From an optimization exercise on the open Yosys and OpenROAD flow, aimed at small area, a short achievable clock period and few clock cycles per item; shortcuts taken in it are not production practice. Function was checked by simulation only, so behaviour that the tests miss may differ from the original. Power and IR drop assume default switching activity.

sierra:
==> flow/design.v <==
module rv_multicycle_core #(
  parameter int unsigned     XLEN     = 32,
  parameter int unsigned     NREGS    = 32,
  parameter logic [XLEN-1:0] PC_RESET = '0
) (
  input  logic            clk,
  input  logic            reset,
  output logic            imem_req,
  output logic [XLEN-1:0] imem_addr,
  input  logic            imem_rvalid,
  input  logic [31:0]     imem_rdata,
  input  logic [4:0]      dbg_addr,
  output logic [XLEN-1:0] dbg_data,
  output logic            retire,
  output logic            zero_f,
  output logic            halt
);
  localparam logic [6:0] OPC_R = 7'b0110011;
  localparam logic [6:0] OPC_I = 7'b0010011;
  logic        req_q;
  logic [29:0] pc_q;
  logic        acc;
  assign imem_req  = req_q;
  assign imem_addr = {pc_q, 2'b00};
  assign acc       = req_q & imem_rvalid;
  logic [31:0] w;
  logic [4:0]  w_rs1, w_rs2;
  logic [2:0]  w_f3;
  logic        w_is_r, w_legal;
  assign w      = imem_rdata;
  assign w_rs1  = w[19:15];
  assign w_rs2  = w[24:20];
  assign w_f3   = w[14:12];
  assign w_is_r = w[5];
  always_comb begin
    w_legal = 1'b0;
    if (w[6:0] == OPC_R)
      w_legal = (w[31:25] == 7'b0000000) ||
                (w[31:25] == 7'b0100000 && (w_f3 == 3'b000 || w_f3 == 3'b101));
    else if (w[6:0] == OPC_I) begin
      if (w_f3 == 3'b001)      w_legal = (w[31:25] == 7'b0000000);
      else if (w_f3 == 3'b101) w_legal = (w[31:25] == 7'b0000000) || (w[31:25] == 7'b0100000);
      else                     w_legal = 1'b1;
    end
  end
  logic [31:0] regs [1:31];
  logic [31:0] rs1_val, rs2_val;
  logic [31:1] sel1, sel2, seld;
  always_comb begin
    rs1_val  = '0;
    rs2_val  = '0;
    dbg_data = '0;
    for (int i = 1; i < 32; i++) begin
      sel1[i]  = (w_rs1 == 5'(i));
      sel2[i]  = (w_rs2 == 5'(i));
      seld[i]  = (dbg_addr == 5'(i));
      rs1_val  = rs1_val  | (regs[i] & {32{sel1[i]}});
      rs2_val  = rs2_val  | (regs[i] & {32{sel2[i]}});
      dbg_data = dbg_data | (regs[i] & {32{seld[i]}});
    end
  end
  logic        ex_v;
  logic [31:0] op_a, op_b;
  logic [4:0]  ex_rd;
  logic        ex_sub, ex_sra, ex_left;
  logic        s_add, s_sll, s_slt, s_sltu, s_xor, s_sr, s_or, s_and;
  logic [31:0] alu;
  logic        fwd1, fwd2;
  assign fwd1 = ex_v && (ex_rd == w_rs1) && (w_rs1 != 5'd0);
  assign fwd2 = ex_v && (ex_rd == w_rs2) && (w_rs2 != 5'd0);
  logic [33:0] sum;
  logic        lt_s, lt_u;
  assign sum  = {1'b0, op_a, 1'b1} + {1'b0, op_b ^ {32{ex_sub}}, ex_sub};
  assign lt_u = ~sum[33];
  assign lt_s = (op_a[31] != op_b[31]) ? op_a[31] : sum[32];
  logic [31:0] sh_in, sh_out, sh_rev;
  always_comb
    for (int i = 0; i < 32; i++) sh_in[i] = ex_left ? op_a[31-i] : op_a[i];
  assign sh_out = 32'($signed({ex_sra & op_a[31], sh_in}) >>> op_b[4:0]);
  always_comb
    for (int i = 0; i < 32; i++) sh_rev[i] = sh_out[31-i];
  logic g_add, g_sll, g_slt, g_sltu, g_xor, g_sr, g_or, g_and;
  assign g_add  = s_add  & reset;
  assign g_sll  = s_sll  & reset;
  assign g_slt  = s_slt  & reset;
  assign g_sltu = s_sltu & reset;
  assign g_xor  = s_xor  & reset;
  assign g_sr   = s_sr   & reset;
  assign g_or   = s_or   & reset;
  assign g_and  = s_and  & reset;
  assign alu = ({32{g_add}} & sum[32:1])
             | ({32{g_sll}} & sh_rev)
             | ({32{g_sr }} & sh_out)
             | ({32{g_xor}} & (op_a ^ op_b))
             | ({32{g_or }} & (op_a | op_b))
             | ({32{g_and}} & (op_a & op_b))
             | {31'd0, (g_slt & lt_s) | (g_sltu & lt_u)};
  always_ff @(posedge clk) begin
    op_a    <= fwd1 ? alu : rs1_val;
    op_b    <= w_is_r ? (fwd2 ? alu : rs2_val) : {{20{w[31]}}, w[31:20]};
    ex_rd   <= w[11:7];
    ex_sub  <= (w[30] & w_is_r) | (w_f3[2:1] == 2'b01);
    ex_sra  <= w[30];
    ex_left <= ~w_f3[2];
    s_add   <= (w_f3 == 3'b000);
    s_sll   <= (w_f3 == 3'b001);
    s_slt   <= (w_f3 == 3'b010);
    s_sltu  <= (w_f3 == 3'b011);
    s_xor   <= (w_f3 == 3'b100);
    s_sr    <= (w_f3 == 3'b101);
    s_or    <= (w_f3 == 3'b110);
    s_and   <= (w_f3 == 3'b111);
    zero_f  <= (alu == 32'd0);
  end
  logic [31:1] wen;
  always_comb
    for (int i = 1; i < 32; i++) wen[i] = (ex_v && ex_rd == 5'(i)) || !reset;
  always_ff @(posedge clk)
    for (int i = 1; i < 32; i++) if (wen[i]) regs[i] <= alu;
  always_ff @(posedge clk or negedge reset) begin
    if (!reset) begin
      req_q  <= 1'b0;
      pc_q   <= '0;
      ex_v   <= 1'b0;
      retire <= 1'b0;
      halt   <= 1'b0;
    end else begin
      retire <= ex_v;
      ex_v   <= acc & w_legal;
      if (acc) pc_q <= pc_q + 30'd1;
      if (acc & ~w_legal) halt <= 1'b1;
      req_q  <= ~(halt | (acc & ~w_legal));
    end
  end
endmodule
clock: 7.0 ns
lec_check: 0
cap_margin: 20
cell_pad_in_sites_detail_placement: 2
cell_pad_in_sites_global_placement: 2
core_margin: 2
core_utilization: 30
setup_slack_margin: 2.2
slew_margin: 20
tns_end_percent: 30
cts_args: -sink_clustering_enable -repair_clock_nets -sink_clustering_size 30 -sink_clustering_max_diameter 60 -dont_use_dummy_load
standard.sh (not shown) runs the stock make flow with config.mk's settings and CLKGATE_MAP_FILE= SYNTH_SCRIPT=/design/flow/synth_recipe.tcl, a recipe that flattens the netlist after the stock synthesis.
==> flow/flow/run.sh <==
#!/bin/bash
# The standard layout (standard.sh) with one change: clock tree synthesis runs without
# dummy loads. Everything else, synthesis included, is the standard flow with config.mk's knobs.
set -euo pipefail
cat >> config.mk <<'EOT'
export CTS_ARGS = -sink_clustering_enable -repair_clock_nets -sink_clustering_size 30 -sink_clustering_max_diameter 60 -dont_use_dummy_load
EOT
bash standard.sh > standard.log 2>&1
Testbench counts of sierra, summed over its fixed seeds: cycles 4,589, instrs 3,200.
> inputs changed (sierra -> violet)
==> flow/run.sh (new file) <==
#!/bin/bash
# synth_recipe.tcl (not shown) runs the flow's synth.tcl, then flattens the netlist and writes it again
# the make line also repeats each setting of config.mk as NAME=value (left out here)
make -C /OpenROAD-flow-scripts/flow DESIGN_CONFIG=/design/flow/config.mk WORK_HOME=/design/flow/orfs CLKGATE_MAP_FILE= SYNTH_SCRIPT=/design/flow/synth_recipe.tcl finish
diff --git a/flow/config.mk b/flow/config.mk
--- a/flow/config.mk
+++ b/flow/config.mk
@@ -12,5 +12,6 @@
 export CORE_UTILIZATION = 30
-export SETUP_SLACK_MARGIN = 2.2
+export CTS_CLUSTER_DIAMETER = 60
+export CTS_CLUSTER_SIZE = 30
+export SETUP_SLACK_MARGIN = 2.5
 export SLEW_MARGIN = 20
 export TNS_END_PERCENT = 30
-export CTS_ARGS = -sink_clustering_enable -repair_clock_nets -sink_clustering_size 30 -sink_clustering_max_diameter 60 -dont_use_dummy_load
removed: flow/flow/run.sh
removed: flow/standard.sh
- Summary of violet over sierra: number of different library cells in the post-synthesis netlist has remained practically unchanged; design area has increased; clock network area share has increased; worst-skew pair later-pin latency has increased.
- As far as number of levels in the clock H-tree goes, violet and sierra are indistinguishable; the numbers are identical.
- When violet is measured against sierra, its clock buffer count turns out 6 higher.
- Diff violet and sierra: final-layout non-clock buffer area share lower in sierra
- | via count of the first global-routing pass | violet vs sierra | about 0.9% higher |
- Comparing number of instances resized during post-cts repair for violet and sierra, the bigger number came from violet.
The following lists how cedar was set up differently from violet:
diff --git a/flow/config.mk b/flow/config.mk
--- a/flow/config.mk
+++ b/flow/config.mk
@@ -11,7 +11,6 @@
 export CORE_MARGIN = 2
-export CORE_UTILIZATION = 30
+export CORE_UTILIZATION = 40
 export CTS_CLUSTER_DIAMETER = 60
 export CTS_CLUSTER_SIZE = 30
-export SETUP_SLACK_MARGIN = 2.5
+export SETUP_SLACK_MARGIN = 2.3
 export SLEW_MARGIN = 20
-export TNS_END_PERCENT = 30
==> summary.txt <==
- cedar: all stages done; final checks FAILED (capacitance limit, slew limit).
- Core util | cedar vs violet | cedar higher
- There was hardly any difference in layout inverter count without the clock tree between violet and cedar.
- cedar against violet: wire length of the first global-routing pass fell by about 2%; total power held; power share of the combinational group saw an increase.
- Diff violet -> cedar | number of placed instances, taps included | down by a little under 10%
- Summary — power density over cell area, cedar relative to violet: higher, by about 0.9%.
## Diff of input files: quartz against cedar
==> flow/flow/run.sh (new file) <==
#!/bin/bash
# The standard layout (standard.sh) with one change: clock tree synthesis runs without
# dummy loads. Everything else, synthesis included, is the standard flow with config.mk's knobs.
set -euo pipefail
cat >> config.mk <<'EOT'
export CTS_ARGS = -sink_clustering_enable -repair_clock_nets -sink_clustering_size 30 -sink_clustering_max_diameter 60 -dont_use_dummy_load
EOT
bash standard.sh > standard.log 2>&1
==> flow/standard.sh (new file) <==
#!/bin/bash
# synth_recipe.tcl (not shown) runs the flow's synth.tcl, then flattens the netlist and writes it again
# the make line also repeats each setting of config.mk as NAME=value (left out here)
make -C /OpenROAD-flow-scripts/flow DESIGN_CONFIG=/design/flow/config.mk WORK_HOME=/design/flow/orfs CLKGATE_MAP_FILE= SYNTH_SCRIPT=/design/flow/synth_recipe.tcl "${@:-finish}"
diff --git a/flow/config.mk b/flow/config.mk
--- a/flow/config.mk
+++ b/flow/config.mk
@@ -11,6 +11,6 @@
 export CORE_MARGIN = 2
-export CORE_UTILIZATION = 40
-export CTS_CLUSTER_DIAMETER = 60
-export CTS_CLUSTER_SIZE = 30
-export SETUP_SLACK_MARGIN = 2.3
+export CORE_UTILIZATION = 30
+export SETUP_SLACK_MARGIN = 1.8
 export SLEW_MARGIN = 20
+export TNS_END_PERCENT = 30
+export CTS_ARGS = -sink_clustering_enable -repair_clock_nets -sink_clustering_size 30 -sink_clustering_max_diameter 60 -dont_use_dummy_load
removed: flow/run.sh
The final layout from quartz, which completed every stage, passed the timing, DRC and antenna checks at the end of the flow. Number of filler instances in the final layout (higher): quartz. Count of non-filler cells in the finished layout: quartz vs cedar up 280. Summary — total instance count after detailed placement, quartz relative to cedar: higher, by 8.8%. Per the comparison of quartz with cedar, clock tree buffer count of the final layout decreased by about 0.9% relative to the old numbers; clock skew increased by 0.086 ns relative to the old numbers; signed area change from the synthesized netlist to the final layout decreased by 7.2 points relative to the old numbers.


Setup of build 14:
Starts from the design.v that is shown in full above.
export LEC_CHECK = 0
export CAP_MARGIN = 20
export CELL_PAD_IN_SITES_DETAIL_PLACEMENT = 2
export CELL_PAD_IN_SITES_GLOBAL_PLACEMENT = 2
export CORE_MARGIN = 2
export CORE_UTILIZATION = 30
export SETUP_SLACK_MARGIN = 2.5
export SLEW_MARGIN = 20
export TNS_END_PERCENT = 30
export CTS_ARGS = -sink_clustering_enable -repair_clock_nets -sink_clustering_size 30 -sink_clustering_max_diameter 60 -dont_use_dummy_load
create_clock -name core_clock -period 7.0 [get_ports {clk}]
==> flow/flow/run.sh <==
#!/bin/bash
# The standard layout (standard.sh) with one change: clock tree synthesis runs without
# dummy loads. Everything else, synthesis included, is the standard flow with config.mk's knobs.
set -euo pipefail
cat >> config.mk <<'EOT'
export CTS_ARGS = -sink_clustering_enable -repair_clock_nets -sink_clustering_size 30 -sink_clustering_max_diameter 60 -dont_use_dummy_load
EOT
bash standard.sh > standard.log 2>&1
Looking at the reports, build 14 completed the entire flow and the layout it produced met the timing, DRC and antenna checks.
Testbench counts of build 14, summed over its fixed seeds: cycles 4,589, instrs 3,200.
> inputs changed (build 14 -> build 94)
# build 14
export LEC_CHECK = 0
export CAP_MARGIN = 20
export CELL_PAD_IN_SITES_DETAIL_PLACEMENT = 2
export CELL_PAD_IN_SITES_GLOBAL_PLACEMENT = 2
export CORE_MARGIN = 2
export CORE_UTILIZATION = 30
export SETUP_SLACK_MARGIN = 2.5
export SLEW_MARGIN = 20
export TNS_END_PERCENT = 30
export CTS_ARGS = -sink_clustering_enable -repair_clock_nets -sink_clustering_size 30 -sink_clustering_max_diameter 60 -dont_use_dummy_load
create_clock -name core_clock -period 7.0 [get_ports {clk}]
# build 94
export LEC_CHECK = 0
export CAP_MARGIN = 20
export CELL_PAD_IN_SITES_DETAIL_PLACEMENT = 2
export CELL_PAD_IN_SITES_GLOBAL_PLACEMENT = 2
export CORE_MARGIN = 2
export CORE_UTILIZATION = 30
export SETUP_SLACK_MARGIN = 2.5
export SLEW_MARGIN = 20
export CTS_ARGS = -sink_clustering_enable -repair_clock_nets -sink_clustering_size 30 -sink_clustering_max_diameter 60 -dont_use_dummy_load
create_clock -name core_clock -period 7.0 [get_ports {clk}]
==> comparison <==
- Build 94 finished all stages; however, its layout fails the closing checks, the failures being capacitance limit, slew limit.
- On largest net degree at the start of global routing, build 14 and build 94 are neck and neck.
- From build 14 to build 94, total clock buffers created by CTS did not move at all.
- Compared build 94 against build 14; global router's overall resource usage within noise.
- met3 layer usage reported by global route of build 94 is on par with build 14.
- Build 94 packs its core tighter than build 14.
- Fraction of the cycle the final worst path needs: build 94 vs build 14 down 0.68 points
- Build 94 -> build 14: placed instance count delta 0, exact match
- Count of clock-buffer cells in the layout came out exactly the same in build 14 and build 94.
- Final cell area excluding filler cells: build 94 worse than build 14
diff inputs: build 94 => build 29
# build 94
export LEC_CHECK = 0
export CAP_MARGIN = 20
export CELL_PAD_IN_SITES_DETAIL_PLACEMENT = 2
export CELL_PAD_IN_SITES_GLOBAL_PLACEMENT = 2
export CORE_MARGIN = 2
export CORE_UTILIZATION = 30
export SETUP_SLACK_MARGIN = 2.5
export SLEW_MARGIN = 20
export CTS_ARGS = -sink_clustering_enable -repair_clock_nets -sink_clustering_size 30 -sink_clustering_max_diameter 60 -dont_use_dummy_load
create_clock -name core_clock -period 7.0 [get_ports {clk}]
# build 29
export LEC_CHECK = 0
export CAP_MARGIN = 20
export CELL_PAD_IN_SITES_DETAIL_PLACEMENT = 2
export CELL_PAD_IN_SITES_GLOBAL_PLACEMENT = 2
export CORE_MARGIN = 2
export CORE_UTILIZATION = 40
export CTS_CLUSTER_DIAMETER = 60
export CTS_CLUSTER_SIZE = 30
export SETUP_SLACK_MARGIN = 2.0
export SLEW_MARGIN = 20
create_clock -name core_clock -period 7.0 [get_ports {clk}]
==> flow/run.sh (new file) <==
#!/bin/bash
# synth_recipe.tcl (not shown) runs the flow's synth.tcl, then flattens the netlist and writes it again
# the make line also repeats each setting of config.mk as NAME=value (left out here)
make -C /OpenROAD-flow-scripts/flow DESIGN_CONFIG=/design/flow/config.mk WORK_HOME=/design/flow/orfs CLKGATE_MAP_FILE= SYNTH_SCRIPT=/design/flow/synth_recipe.tcl finish
removed: flow/flow/run.sh
removed: flow/standard.sh
--- outcome ---
- Having completed the whole flow, build 29 delivered a layout that passed the timing, DRC and antenna checks.
- The layout from build 94, despite a flow that completed every stage, fails the layout checks, with the failing checks listed as capacitance limit, slew limit.
- On final period demand of the worst path: build 29 sits above build 94.
- Compare build 94 and build 29 | proportion of power drawn by the clock network lower: build 94
- Looking at maximum vdd drop, build 29 sits about 20% above build 94.
- Build 29 ends up with a met3 routing resource usage after global routing that is 12 points higher than in build 94.
- As of build 29, sequential power had fallen slightly compared to build 94.
- Relative to build 94, final-layout clock buffer total decreased by 6 in build 29.
- Going from build 94 to build 29, detailed-route wire length on metal 1 shrank by more than 10%.
Relative to build 29, the following input files were edited for build 54:
# build 29
export LEC_CHECK = 0
export CAP_MARGIN = 20
export CELL_PAD_IN_SITES_DETAIL_PLACEMENT = 2
export CELL_PAD_IN_SITES_GLOBAL_PLACEMENT = 2
export CORE_MARGIN = 2
export CORE_UTILIZATION = 40
export CTS_CLUSTER_DIAMETER = 60
export CTS_CLUSTER_SIZE = 30
export SETUP_SLACK_MARGIN = 2.0
export SLEW_MARGIN = 20
create_clock -name core_clock -period 7.0 [get_ports {clk}]
# build 54
export LEC_CHECK = 0
export CAP_MARGIN = 20
export CELL_PAD_IN_SITES_DETAIL_PLACEMENT = 2
export CELL_PAD_IN_SITES_GLOBAL_PLACEMENT = 2
export CORE_MARGIN = 2
export CORE_UTILIZATION = 30
export SETUP_SLACK_MARGIN = 2.0
export SLEW_MARGIN = 20
export TNS_END_PERCENT = 30
export CTS_ARGS = -sink_clustering_enable -repair_clock_nets -sink_clustering_size 30 -sink_clustering_max_diameter 60 -dont_use_dummy_load
create_clock -name core_clock -period 7.0 [get_ports {clk}]
==> flow/flow/run.sh (new file) <==
#!/bin/bash
# The standard layout (standard.sh) with one change: clock tree synthesis runs without
# dummy loads. Everything else, synthesis included, is the standard flow with config.mk's knobs.
set -euo pipefail
cat >> config.mk <<'EOT'
export CTS_ARGS = -sink_clustering_enable -repair_clock_nets -sink_clustering_size 30 -sink_clustering_max_diameter 60 -dont_use_dummy_load
EOT
bash standard.sh > standard.log 2>&1
==> flow/standard.sh (new file) <==
#!/bin/bash
# synth_recipe.tcl (not shown) runs the flow's synth.tcl, then flattens the netlist and writes it again
# the make line also repeats each setting of config.mk as NAME=value (left out here)
make -C /OpenROAD-flow-scripts/flow DESIGN_CONFIG=/design/flow/config.mk WORK_HOME=/design/flow/orfs CLKGATE_MAP_FILE= SYNTH_SCRIPT=/design/flow/synth_recipe.tcl "${@:-finish}"
removed: flow/run.sh
Results
Both conditions hold for build 54: the flow ran to the end and the final layout passed the timing, DRC and antenna checks. Critical-path cell with the highest stage delay: sky130_fd_sc_hd__nor3_1 -> build 54, sky130_fd_sc_hd__nor2_4 -> build 29. Taking build 29 as the reference, in build 54 global-route usage decreased 14 points; clock-buffer cell count climbed 2.9%; met3 routed wirelength went down. Number of signal-net buffers in the layout ends up higher on build 29.

## separate check: timing with driven ports
How much do the figures lean on ideal ports? The routed layouts below were timed once more, with nothing changed but the port constraints.
Step 1 sets driving cells, clkbuf_16 on the clock port and buf_2 on the other inputs (assumed; they add their load-dependent delay and slew).
Step 2 times the ports against the registers' clock, not the clock port: input delays grow and output delays shrink by t, the midpoint of the rising clock arrivals with the driver on.
a / b / c = ideal ports / drivers / drivers and shift; a / b = the first two.
run | t, ns | setup WS [ns] | latest minus earliest clock arrival (ns) | pins driven straight from the clock port
sierra | 0.866 | 1.997 / 1.912 / 1.196 | 0.130 / 0.129 | 1
violet | 0.909 | 1.995 / 1.902 / 1.216 | 0.108 / 0.107 | 1
cedar | 0.875 | 1.975 / 1.901 / 1.187 | 0.080 / 0.080 | 1
quartz | 0.872 | 1.681 / 1.643 / 1.059 | 0.156 / 0.156 | 1
build 14 | 0.875 | 1.961 / 1.869 / 1.239 | 0.179 / 0.179 | 1
build 94 | 0.865 | 2.008 / 1.878 / 1.534 | 0.173 / 0.173 | 1
build 29 | 0.866 | 1.688 / 1.754 / 0.888 | 0.104 / 0.104 | 1
build 54 | 0.864 | 1.883 / 1.833 / 1.063 | 0.107 / 0.108 | 1
For build 54, which loses most, drivers alone change the setup slack by -0.050 ns; drivers and shift together by -0.820 ns.
